Source: an optimization exercise on an open RTL-to-GDS flow (aim: small area, a short achievable clock period and few clock cycles per item). Production flows keep margins and buffers that such runs may drop.
Only simulation tests tie the RTL to the original design; equivalence was not proved.
Power is estimated from default activity; no workload was simulated.

### config.mk
export PLATFORM = sky130hd
export DESIGN_NAME = datapath
export DESIGN_NICKNAME = datapath
export VERILOG_FILES = /design/flow/design.v
export SDC_FILE = /design/flow/constraint.sdc
export NUM_CORES = 4
export LEC_CHECK = 0
export CAP_MARGIN = 20
export CORE_MARGIN = 2
export CORE_UTILIZATION = 40
export SLEW_MARGIN = 20
### constraint.sdc
create_clock -name core_clock -period 6.2 [get_ports {CLK}]
set_input_delay 1.2400 -clock core_clock [delete_from_list [all_inputs] [get_ports {CLK}]]
set_output_delay 1.2400 -clock core_clock [all_outputs]
set_load 0.01 [all_outputs]
### run.sh
#!/bin/bash
# synth_recipe.tcl (not shown) runs the flow's synth.tcl, then flattens the netlist and writes it again
# the make line also repeats each setting of config.mk as NAME=value (left out here)
make -C /OpenROAD-flow-scripts/flow DESIGN_CONFIG=/design/flow/config.mk WORK_HOME=/design/flow/orfs CLKGATE_MAP_FILE= SYNTH_SCRIPT=/design/flow/synth_recipe.tcl finish
### design.v
`default_nettype none
package mips_isa_pkg;
   typedef logic [4:0]  reg_idx_t;    
   typedef logic [31:0] word_t;       
   typedef enum logic [5:0] {
      OP_RTYPE = 6'h00,    
      OP_ADDIU = 6'h09,
      OP_SLTI  = 6'h0a,
      OP_ANDI  = 6'h0c,
      OP_ORI   = 6'h0d,
      OP_XORI  = 6'h0e,
      OP_LUI   = 6'h0f
   } opcode_t;
   typedef enum logic [5:0] {
      F_SLL  = 6'h00,
      F_SRL  = 6'h02,
      F_ADDU = 6'h21,
      F_SUBU = 6'h23,
      F_AND  = 6'h24,
      F_OR   = 6'h25,
      F_XOR  = 6'h26,
      F_NOR  = 6'h27,
      F_SLT  = 6'h2a,
      F_SLTU = 6'h2b
   } funct_t;
   typedef enum logic [3:0] {
      ALU_ADD, ALU_SUB, ALU_AND, ALU_OR, ALU_XOR, ALU_NOR,
      ALU_SLT, ALU_SLTU, ALU_SLL, ALU_SRL, ALU_LUI
   } alu_op_t;
   typedef struct packed {
      alu_op_t  alu_op;
      reg_idx_t rs;         
      reg_idx_t rt;
      reg_idx_t wsel;       
      word_t    rdat1;
      word_t    rdat2;
      word_t    imm;        
      logic [4:0]             shamt;
      logic                   alu_src;    
      logic                   regwr;
      logic                   illegal;
   } dec_ex_t;
   typedef struct packed {
      reg_idx_t wsel;
      word_t    wdat;
      logic                   regwr;
      logic                   illegal;
   } ex_wb_t;
   typedef struct packed {
      reg_idx_t wsel;
      word_t    wdat;
      logic                   regwr;
      logic                   illegal;    
   } retire_t;
endpackage
`default_nettype wire
`default_nettype none
`timescale 1ns/10ps
module pipe_stage_reg #(
   parameter int W = 32
) (
   input  logic     CLK,
   input  logic     rst_n,
   input  logic     in_valid,
   input  logic [W-1:0] in_data,
   input  logic     advance,
   output logic     out_valid,
   output logic [W-1:0] out_data
);
   always_ff @(posedge CLK) begin
      if (!rst_n) begin
         out_valid <= 1'b0;
      end else if (advance) begin
         out_valid <= in_valid;
      end
   end
   always_ff @(posedge CLK) begin
      if (advance) begin
         out_data <= in_data;    
      end
   end
endmodule
`default_nettype wire
`default_nettype none
`timescale 1ns/10ps
module register_file (
   input  logic                   CLK,
   input  logic                   rst_n,
   input  mips_isa_pkg::reg_idx_t rsel1,
   input  mips_isa_pkg::reg_idx_t rsel2,
   output mips_isa_pkg::word_t    rdat1,
   output mips_isa_pkg::word_t    rdat2,
   input  logic                   wen,
   input  mips_isa_pkg::reg_idx_t wsel,
   input  mips_isa_pkg::word_t    wdat
);
   mips_isa_pkg::word_t regs [32];
   always_ff @(posedge CLK) begin
      if (!rst_n) begin
         for (int i = 0; i < 32; i++) begin
            regs[i] <= '0;
         end
      end else if (wen && (wsel != '0)) begin
         regs[wsel] <= wdat;
      end
   end
   assign rdat1 = (rsel1 == '0)                  ? '0   :
                  (wen && (wsel == rsel1))       ? wdat : regs[rsel1];
   assign rdat2 = (rsel2 == '0)                  ? '0   :
                  (wen && (wsel == rsel2))       ? wdat : regs[rsel2];
endmodule
`default_nettype wire
`default_nettype none
`timescale 1ns/10ps
module alu (
   input  mips_isa_pkg::alu_op_t op,
   input  mips_isa_pkg::word_t   op1,
   input  mips_isa_pkg::word_t   op2,
   input  logic [4:0]            shamt,
   output mips_isa_pkg::word_t   res
);
   always_comb begin
      case (op)
         mips_isa_pkg::ALU_ADD:  res = op1 + op2;    
         mips_isa_pkg::ALU_SUB:  res = op1 - op2;
         mips_isa_pkg::ALU_AND:  res = op1 & op2;
         mips_isa_pkg::ALU_OR:   res = op1 | op2;
         mips_isa_pkg::ALU_XOR:  res = op1 ^ op2;
         mips_isa_pkg::ALU_NOR:  res = ~(op1 | op2);
         mips_isa_pkg::ALU_SLT: begin
            res = {31'b0, $signed(op1) < $signed(op2)};
         end
         mips_isa_pkg::ALU_SLTU: begin
            res = {31'b0, op1 < op2};
         end
         mips_isa_pkg::ALU_SLL:  res = op2 << shamt;
         mips_isa_pkg::ALU_SRL:  res = op2 >> shamt;
         mips_isa_pkg::ALU_LUI:  res = {op2[15:0], 16'b0};
         default:                res = '0;
      endcase
   end
endmodule
`default_nettype wire
`default_nettype none
`timescale 1ns/10ps
module instr_decode #(
   parameter int INSTR_DEPTH = 4
) (
   input  logic                   CLK,
   input  logic                   rst_n,
   input  logic                   instr_valid,
   input  mips_isa_pkg::word_t    instr,
   output logic                   instr_credit,
   input  logic                   ex_ready,
   output mips_isa_pkg::reg_idx_t rsel1,
   output mips_isa_pkg::reg_idx_t rsel2,
   input  mips_isa_pkg::word_t    rdat1,
   input  mips_isa_pkg::word_t    rdat2,
   output logic                   dec_valid,
   output mips_isa_pkg::dec_ex_t      dec
);
   localparam int AW = (INSTR_DEPTH > 1) ? $clog2(INSTR_DEPTH) : 1;
   localparam int CW = $clog2(INSTR_DEPTH + 1);
   mips_isa_pkg::word_t   fifo_mem [INSTR_DEPTH];
   logic [AW-1:0]         wr_ptr;
   logic [AW-1:0]         rd_ptr;
   logic [CW-1:0]         count;
   logic                  full;
   logic                  pop;
   logic                  legal;
   mips_isa_pkg::word_t   head;
   mips_isa_pkg::opcode_t opcode;
   mips_isa_pkg::funct_t  funct;
   logic [15:0]           imm16;
   assign full      = (count == CW'(INSTR_DEPTH));
   assign dec_valid = (count != '0);
   assign pop       = dec_valid && ex_ready;
   assign head      = fifo_mem[rd_ptr];
   always_ff @(posedge CLK) begin
      if (instr_valid) begin
         fifo_mem[wr_ptr] <= instr;
      end
   end
   always_ff @(posedge CLK) begin
      if (!rst_n) begin
         wr_ptr       <= '0;
         rd_ptr       <= '0;
         count        <= '0;
         instr_credit <= 1'b0;
      end else begin
         if (instr_valid) begin
            wr_ptr <= (wr_ptr == AW'(INSTR_DEPTH - 1)) ? '0 : wr_ptr + 1'b1;
         end
         if (pop) begin
            rd_ptr <= (rd_ptr == AW'(INSTR_DEPTH - 1)) ? '0 : rd_ptr + 1'b1;
         end
         count        <= count + CW'(instr_valid) - CW'(pop);
         instr_credit <= pop;    
      end
   end
   assign opcode = mips_isa_pkg::opcode_t'(head[31:26]);
   assign funct  = mips_isa_pkg::funct_t'(head[5:0]);
   assign imm16  = head[15:0];
   assign rsel1  = head[25:21];
   assign rsel2  = head[20:16];
   always_comb begin
      dec         = '0;
      dec.rs      = rsel1;
      dec.rt      = rsel2;
      dec.rdat1   = rdat1;
      dec.rdat2   = rdat2;
      dec.shamt   = head[10:6];
      dec.wsel    = rsel2;              
      dec.alu_src = 1'b1;
      dec.imm     = {16'b0, imm16};     
      dec.alu_op  = mips_isa_pkg::ALU_ADD;
      legal       = 1'b1;
      case (opcode)
         mips_isa_pkg::OP_RTYPE: begin
            dec.wsel    = head[15:11];
            dec.alu_src = 1'b0;
            case (funct)
               mips_isa_pkg::F_ADDU: dec.alu_op = mips_isa_pkg::ALU_ADD;
               mips_isa_pkg::F_SUBU: dec.alu_op = mips_isa_pkg::ALU_SUB;
               mips_isa_pkg::F_AND:  dec.alu_op = mips_isa_pkg::ALU_AND;
               mips_isa_pkg::F_OR:   dec.alu_op = mips_isa_pkg::ALU_OR;
               mips_isa_pkg::F_XOR:  dec.alu_op = mips_isa_pkg::ALU_XOR;
               mips_isa_pkg::F_NOR:  dec.alu_op = mips_isa_pkg::ALU_NOR;
               mips_isa_pkg::F_SLT:  dec.alu_op = mips_isa_pkg::ALU_SLT;
               mips_isa_pkg::F_SLTU: dec.alu_op = mips_isa_pkg::ALU_SLTU;
               mips_isa_pkg::F_SLL:  dec.alu_op = mips_isa_pkg::ALU_SLL;
               mips_isa_pkg::F_SRL:  dec.alu_op = mips_isa_pkg::ALU_SRL;
               default:              legal      = 1'b0;
            endcase
         end
         mips_isa_pkg::OP_ADDIU: dec.imm    = {{16{imm16[15]}}, imm16};
         mips_isa_pkg::OP_SLTI: begin
            dec.alu_op = mips_isa_pkg::ALU_SLT;
            dec.imm    = {{16{imm16[15]}}, imm16};
         end
         mips_isa_pkg::OP_ANDI:  dec.alu_op = mips_isa_pkg::ALU_AND;
         mips_isa_pkg::OP_ORI:   dec.alu_op = mips_isa_pkg::ALU_OR;
         mips_isa_pkg::OP_XORI:  dec.alu_op = mips_isa_pkg::ALU_XOR;
         mips_isa_pkg::OP_LUI:   dec.alu_op = mips_isa_pkg::ALU_LUI;
         default:                legal      = 1'b0;
      endcase
      dec.illegal = !legal;
      dec.regwr   = legal && (dec.wsel != '0);    
   end
endmodule
`default_nettype wire
`default_nettype none
`timescale 1ns/10ps
module instr_execute (
   input  logic              CLK,
   input  logic              rst_n,
   input  logic              dec_valid,
   input  mips_isa_pkg::dec_ex_t dec,
   input  logic              wb_ready,
   output logic              ex_ready,
   input  logic              fwd_valid,
   input  mips_isa_pkg::ex_wb_t  fwd,
   output logic              ex_valid,
   output mips_isa_pkg::ex_wb_t  ex
);
   mips_isa_pkg::dec_ex_t   de;
   logic                de_valid;
   logic                fwd_rs;
   logic                fwd_rt;
   mips_isa_pkg::word_t op_a;
   mips_isa_pkg::word_t rt_val;
   mips_isa_pkg::word_t op_b;
   mips_isa_pkg::word_t alu_res;
   assign ex_ready = !de_valid || wb_ready;
   pipe_stage_reg #(.W($bits(de))) u_dec_ex (
      .CLK       (CLK),
      .rst_n     (rst_n),
      .in_valid  (dec_valid),
      .in_data   (dec),
      .advance   (ex_ready),
      .out_valid (de_valid),
      .out_data  (de)
   );
   assign fwd_rs = fwd_valid && fwd.regwr && (fwd.wsel == de.rs);
   assign fwd_rt = fwd_valid && fwd.regwr && (fwd.wsel == de.rt);
   assign op_a   = fwd_rs ? fwd.wdat : de.rdat1;
   assign rt_val = fwd_rt ? fwd.wdat : de.rdat2;
   assign op_b   = de.alu_src ? de.imm : rt_val;
   alu u_alu (
      .op    (de.alu_op),
      .op1   (op_a),
      .op2   (op_b),
      .shamt (de.shamt),
      .res   (alu_res)
   );
   assign ex_valid = de_valid;
   always_comb begin
      ex.wsel    = de.wsel;
      ex.wdat    = alu_res;
      ex.regwr   = de.regwr;
      ex.illegal = de.illegal;
   end
endmodule
`default_nettype wire
`default_nettype none
`timescale 1ns/10ps
module wb_result #(
   parameter int RES_CREDITS = 2
) (
   input  logic                   CLK,
   input  logic                   rst_n,
   input  logic                   ex_valid,
   input  mips_isa_pkg::ex_wb_t       ex,
   output logic                   wb_ready,
   output logic                   fwd_valid,
   output mips_isa_pkg::ex_wb_t       fwd,
   output logic                   wen,
   output mips_isa_pkg::reg_idx_t wsel,
   output mips_isa_pkg::word_t    wdat,
   output logic                   res_valid,
   output mips_isa_pkg::retire_t      res,
   input  logic                   res_credit
);
   localparam int CW = $clog2(RES_CREDITS + 1);
   mips_isa_pkg::ex_wb_t wb;
   logic             wb_valid;
   logic             retire;
   logic [CW-1:0]    credits;
   pipe_stage_reg #(.W($bits(wb))) u_ex_wb (
      .CLK       (CLK),
      .rst_n     (rst_n),
      .in_valid  (ex_valid),
      .in_data   (ex),
      .advance   (wb_ready),
      .out_valid (wb_valid),
      .out_data  (wb)
   );
   assign retire   = wb_valid && (credits != '0);
   assign wb_ready = !wb_valid || retire;
   always_ff @(posedge CLK) begin
      if (!rst_n) begin
         credits <= CW'(RES_CREDITS);
      end else begin
         credits <= credits - CW'(retire) + CW'(res_credit);
      end
   end
   assign fwd_valid = wb_valid;    
   assign fwd       = wb;
   assign wen       = retire && wb.regwr;
   assign wsel      = wb.wsel;
   assign wdat      = wb.wdat;
   assign res_valid = retire;
   always_comb begin
      res.wsel    = wb.wsel;
      res.wdat    = wb.wdat;
      res.regwr   = wb.regwr;
      res.illegal = wb.illegal;
   end
endmodule
`default_nettype wire
`default_nettype none
`timescale 1ns/10ps
module datapath #(
   parameter int INSTR_DEPTH = 4,    
   parameter int RES_CREDITS = 2
) (
   input  logic                CLK,
   input  logic                rst_n,
   input  logic                instr_valid,
   input  logic [31:0]         instr,
   output logic                instr_credit,
   output logic                res_valid,
   output logic [4:0]          res_wsel,
   output logic [31:0]         res_wdat,
   output logic                res_regwr,
   output logic                res_illegal,
   input  logic                res_credit
);
   mips_isa_pkg::reg_idx_t rsel1;
   mips_isa_pkg::reg_idx_t rsel2;
   mips_isa_pkg::reg_idx_t wsel;
   mips_isa_pkg::word_t    rdat1;
   mips_isa_pkg::word_t    rdat2;
   mips_isa_pkg::word_t    wdat;
   logic                   wen;
   logic                   dec_valid;
   logic                   ex_ready;
   logic                   ex_valid;
   logic                   wb_ready;
   logic                   fwd_valid;
   mips_isa_pkg::dec_ex_t      dec;
   mips_isa_pkg::ex_wb_t       ex;
   mips_isa_pkg::ex_wb_t       fwd;
   mips_isa_pkg::retire_t      res;
   instr_decode #(.INSTR_DEPTH(INSTR_DEPTH)) u_instr_decode (
      .CLK          (CLK),
      .rst_n        (rst_n),
      .instr_valid  (instr_valid),
      .instr        (instr),
      .instr_credit (instr_credit),
      .ex_ready     (ex_ready),
      .rsel1        (rsel1),
      .rsel2        (rsel2),
      .rdat1        (rdat1),
      .rdat2        (rdat2),
      .dec_valid    (dec_valid),
      .dec          (dec)
   );
   register_file u_register_file (
      .CLK   (CLK),
      .rst_n (rst_n),
      .rsel1 (rsel1),
      .rsel2 (rsel2),
      .rdat1 (rdat1),
      .rdat2 (rdat2),
      .wen   (wen),
      .wsel  (wsel),
      .wdat  (wdat)
   );
   instr_execute u_instr_execute (
      .CLK       (CLK),
      .rst_n     (rst_n),
      .dec_valid (dec_valid),
      .dec       (dec),
      .wb_ready  (wb_ready),
      .ex_ready  (ex_ready),
      .fwd_valid (fwd_valid),
      .fwd       (fwd),
      .ex_valid  (ex_valid),
      .ex        (ex)
   );
   wb_result #(.RES_CREDITS(RES_CREDITS)) u_wb_result (
      .CLK        (CLK),
      .rst_n      (rst_n),
      .ex_valid   (ex_valid),
      .ex         (ex),
      .wb_ready   (wb_ready),
      .fwd_valid  (fwd_valid),
      .fwd        (fwd),
      .wen        (wen),
      .wsel       (wsel),
      .wdat       (wdat),
      .res_valid  (res_valid),
      .res        (res),
      .res_credit (res_credit)
   );
   assign res_wsel    = res.wsel;
   assign res_wdat    = res.wdat;
   assign res_regwr   = res.regwr;
   assign res_illegal = res.illegal;
endmodule
`default_nettype wire
==> summary.txt <==
[per-layer routing]
| metal | routed length [microns] | up-vias | GRT usage |
|---|---|---|---|
| met4 | 15600 | 0 | 0.141 |
| met1 | 109000 | 27700 | 0.387 |
| met5 | 0 | - | 0 |
| met3 | 30000 | 683 | 0.0723 |
| li1 | - | 21900 | - |
| met2 | 125000 | 3281 | 0.436 |
[worst register-to-register path, delay by kind of cell (launching register included)]
family | cells | cell delay, ns
AND/OR/NAND/NOR | 7 | 2.12
flip-flops | 1 | 0.49
adder cells (fa/ha/maj) | 1 | 0.57
AO/OA/AOI/OAI | 6 | 2.54
[worst max-delay path by stage]
stage | startpoint | end | slack (ns) | cells past startpoint
global route | u_wb_result.u_ex_wb.out_valid$_SDFFE_PN0P_ | u_wb_result.u_ex_wb.out_data[32]$_DFFE_PP_ | 0.06 | 14
finish | u_wb_result.u_ex_wb.out_valid$_SDFFE_PN0P_ | u_wb_result.u_ex_wb.out_data[31]$_DFFE_PP_ | 0.25 | 14
global placement | u_wb_result.u_ex_wb.out_data[38]$_DFFE_PP_ | u_wb_result.u_ex_wb.out_data[31]$_DFFE_PP_ | 0.24 | 14
detailed placement | u_wb_result.u_ex_wb.out_data[38]$_DFFE_PP_ | u_wb_result.u_ex_wb.out_data[31]$_DFFE_PP_ | 0.29 | 14
floorplan | u_wb_result.u_ex_wb.out_data[36]$_DFFE_PP_ | u_wb_result.u_ex_wb.out_data[32]$_DFFE_PP_ | 1.29 | 19
CTS | u_wb_result.u_ex_wb.out_data[38]$_DFFE_PP_ | u_wb_result.u_ex_wb.out_data[31]$_DFFE_PP_ | 0.29 | 14
[area by class of cell]
type / instances / area (sq um)
Fill cell: 16600 / 102000
Sequential cell: 1308 / 39100
Multi-Input combinational cell: 3616 / 33300
Clock buffer: 181 / 3880
Tap cell: 2480 / 3100
Timing Repair Buffer: 341 / 3100
Clock inverter: 85 / 896
Inverter: 131 / 493
Antenna cell: 1 / 2.50
[power by group]
part           switching, mW  internal, mW
logic                   13.6          7.69
clock network           3.80          5.02
registers              0.758          10.8
total                   18.1          23.5
[cell usage in the layout (no fill, tap or decap), types with 29 or more instances in the layout]
master,n
nor4_1,29
a21o_1,34
a211oi_1,61
mux2_2,36
o221ai_1,67
clkinv_1,35
nor2_1,261
nor3_1,467
conb_1,32
and2_1,574
ha_1,105
inv_1,124
clkdlybuf4s50_1,75
o22ai_1,47
xnor2_1,31
o21ai_0,118
nand2_1,138
a21oi_1,236
edfxtp_1,1294
clkbuf_1,29
clkbuf_16,149
a221o_1,29
o21ai_4,32
mux2i_1,267
mux4_2,573
a221oi_1,53
buf_4,238
nand3_1,38
[metrics by stage]
stage	hold WS, ns	instances	power, mW
3_3_place_gp	0.410	7874	32.3
2_1_floorplan	0.400	5639	24.3
3_5_place_dp	0.406	7875	32.4
5_1_grt	0.432	8142	42.8
4_1_cts	0.411	8141	41.2
6_report	0.410	8143	41.6
[cell families (layout without fill, tap and decap cells)]
kind of cell,Yosys count,in the layout,share of synthesized area
simple gates,1667,1667,0.118
flops,1308,1308,0.524
mux,885,885,0.217
compound gates,877,877,0.0792
buf+inv,715,738,0.0376
fa+ha+maj,108,108,0.0184
xor+xnor,47,47,0.00551
other cells,1,33,0.0000502
[registers in the layout, indices dropped and copies added (netlist names), named ones only]
name / count
u_register_file.regs: 1024
u_instr_execute.u_dec_ex.out_data: 103
u_wb_result.u_ex_wb.out_data: 39
u_wb_result.credits: 2
u_instr_decode.rd_ptr: 2
u_instr_decode.fifo_mem: 128
u_instr_decode.count: 3
u_instr_execute.u_dec_ex.out_valid: 1
u_instr_decode.instr_credit: 1
u_instr_decode.wr_ptr: 2
u_wb_result.u_ex_wb.out_valid: 1
[repair_timing]
action | 4_1_cts | 5_1_grt
endpoints found under the setup margin | 0 | 7
hold buffers | 0 | 0
gates resized for setup | 0 | 1
==> flow_summary.json <==
{
  "final_util": 0.453,
  "path_max_fanout": 19,
  "insertion_delay_ns": 0.83,
  "end_kind": "flip-flop",
  "coreArea_sq_um": 185000,
  "worstPathCellList": "nand2_1, and3b_1, nand4_1, a31oi_1, ha_1, a21o_1, a221oi_1, o21a_1, nand4_1, a21oi_1, or3_1, a21oi_1, nor4_1, or3b_2",
  "vias": 53500,
  "routed_wl_microns": 279000,
  "cp-start-kind": "flip-flop",
  "rsz0062_at_grt": "no",
  "drive_above_1_share": 0.208,
  "pwr_density_cell_nw_per_um2": 496,
  "finalCritPeriodShare": 0.960,
  "grt_pass1_vias": 52500,
  "seq_area_frac_synth": 0.524,
  "reg2reg_depth": 14,
  "synth-edff-count": 1294,
  "cap_violations": 0,
  "die_h_microns": 436,
  "hp-start": "u_instr_execute.u_dec_ex.out_data[0]$_DFFE_PN_",
  "place_congestion": 1.08,
  "hold_violations": 0,
  "crit_family": "compound AO/OA/AOI/OAI gates",
  "die-area_sq_um": 190000,
  "cts_tree": "done",
  "setup_violations": 0,
  "worst_ep_required_time_ns": 6.76,
  "nets": 5689,
  "numCtsBuffers": 147,
  "post-route-min-period_ns": 5.95,
  "clock_sinks": 1308,
  "tightest_slew_ns": 1.18,
  "synth_cell_types": 85,
  "status": "no timing/DRC/antenna violations",
  "finClkSkew_ns": 0.0532,
  "syn_area_per_cell_sq_um": 13.3,
  "synth_top_cell_area_share": 0.521,
  "boundaryPins": 77,
  "setup_ws_ns": 0.249,
  "peakVddDrop_uv": 343,
  "worst_hold_path.endpoint": "u_wb_result.u_ex_wb.out_data[0]$_DFFE_PP_",
  "first_iter_violations": 7513,
  "drc": 0,
  "dp_hpwl_microns": 185000,
  "antenna_found_initial": 8,
  "hold_path_class": "reg2reg",
  "hold_depth": 0,
  "r2r_setup_slack_ns": 0.25,
  "postLayoutCellArea_sq_um": 83900,
  "drv_slew": 0,
  "start_util": 0.403,
  "cts_root_buf": "clkbuf_16",
  "io_buffer_count": 76,
  "rr_startpoint": "u_wb_result.u_ex_wb.out_valid$_SDFFE_PN0P_",
  "crit_arrival_ns": 6.51,
  "grt_overflow_total": 0,
  "tns_ns": 0,
  "slew_headroom": 0.206,
  "area_growth_pct": 12.4,
  "grt_pass1_wl_microns": 394000,
  "slowest_stage": "a31oi_1",
  "crit_buf_inv": 0,
  "synth_most_common_cell": "edfxtp_1",
  "dp_slack_ns": 0.294,
  "grt_max_degree": 86,
  "htreeDepth": 4,
  "async_flop_share": 0,
  "syn_inst": 5608,
  "reg2reg_to": "u_wb_result.u_ex_wb.out_data[31]$_DFFE_PP_",
  "p_leak_nw": 29.2,
  "yosysTopAreaCell": "edfxtp_1",
  "clkSlewWorstSetupHoldPaths_ns": 0.06,
  "wire_per_inst_microns": 34.3,
  "drt_pass1_iterations": 8,
  "synth-seq-cells": 1308,
  "num_rows": 158,
  "synth_ff_type": "edfxtp_1",
  "criticalPathCategory": "reg2reg",
  "synth_top_cells_by_count": "1294 x edfxtp_1, 581 x mux4_2, 575 x and2_1",
  "die_w_microns": 436,
  "postRouteAntennaNets": 0,
  "yosysWarnings": 7,
  "grt_usage": 0.288,
  "synth.area.top_cells": "edfxtp_1 52%, mux4_2 18%, and2_1 4.8%",
  "fmax_mhz": 168,
  "netlist_area_sq_um": 74600,
  "vias_per_cell": 6.57,
  "slowest_delay_ns": 0.86,
  "placed_area_sq_um": 79100,
  "post_cts_buffers": 0,
  "clockBufferDepth": 3
}
Testbench counts, summed over its fixed seeds: cycles 16,024, items 16,000.

## re-timing with driven ports
How much do the figures lean on ideal ports? The routed layout below was timed once more, with nothing changed but the port constraints. Step 1 (the two cells are an assumption about what drives the block):
set clk [get_ports {CLK}]
set_driving_cell -lib_cell sky130_fd_sc_hd__clkbuf_16 $clk
set_driving_cell -lib_cell sky130_fd_sc_hd__buf_2 [delete_from_list [all_inputs] $clk]
Step 2, shift: input delay + t, output delay - t, t = (earliest + latest rising clock arrival at the registers) / 2. This alone moves slack from input paths to output paths. a / b / c = ideal ports / drivers / drivers and shift; a / b = the first two.
shift t [ns]: 0.900
setup WS [ns]: 0.249 / 0.249 / 0.249
worst setup path at the end: register to register
After both steps setup and hold are still met in this run. For this run, drivers alone change the setup slack by 0.000 ns; drivers and shift together by 0.000 ns.
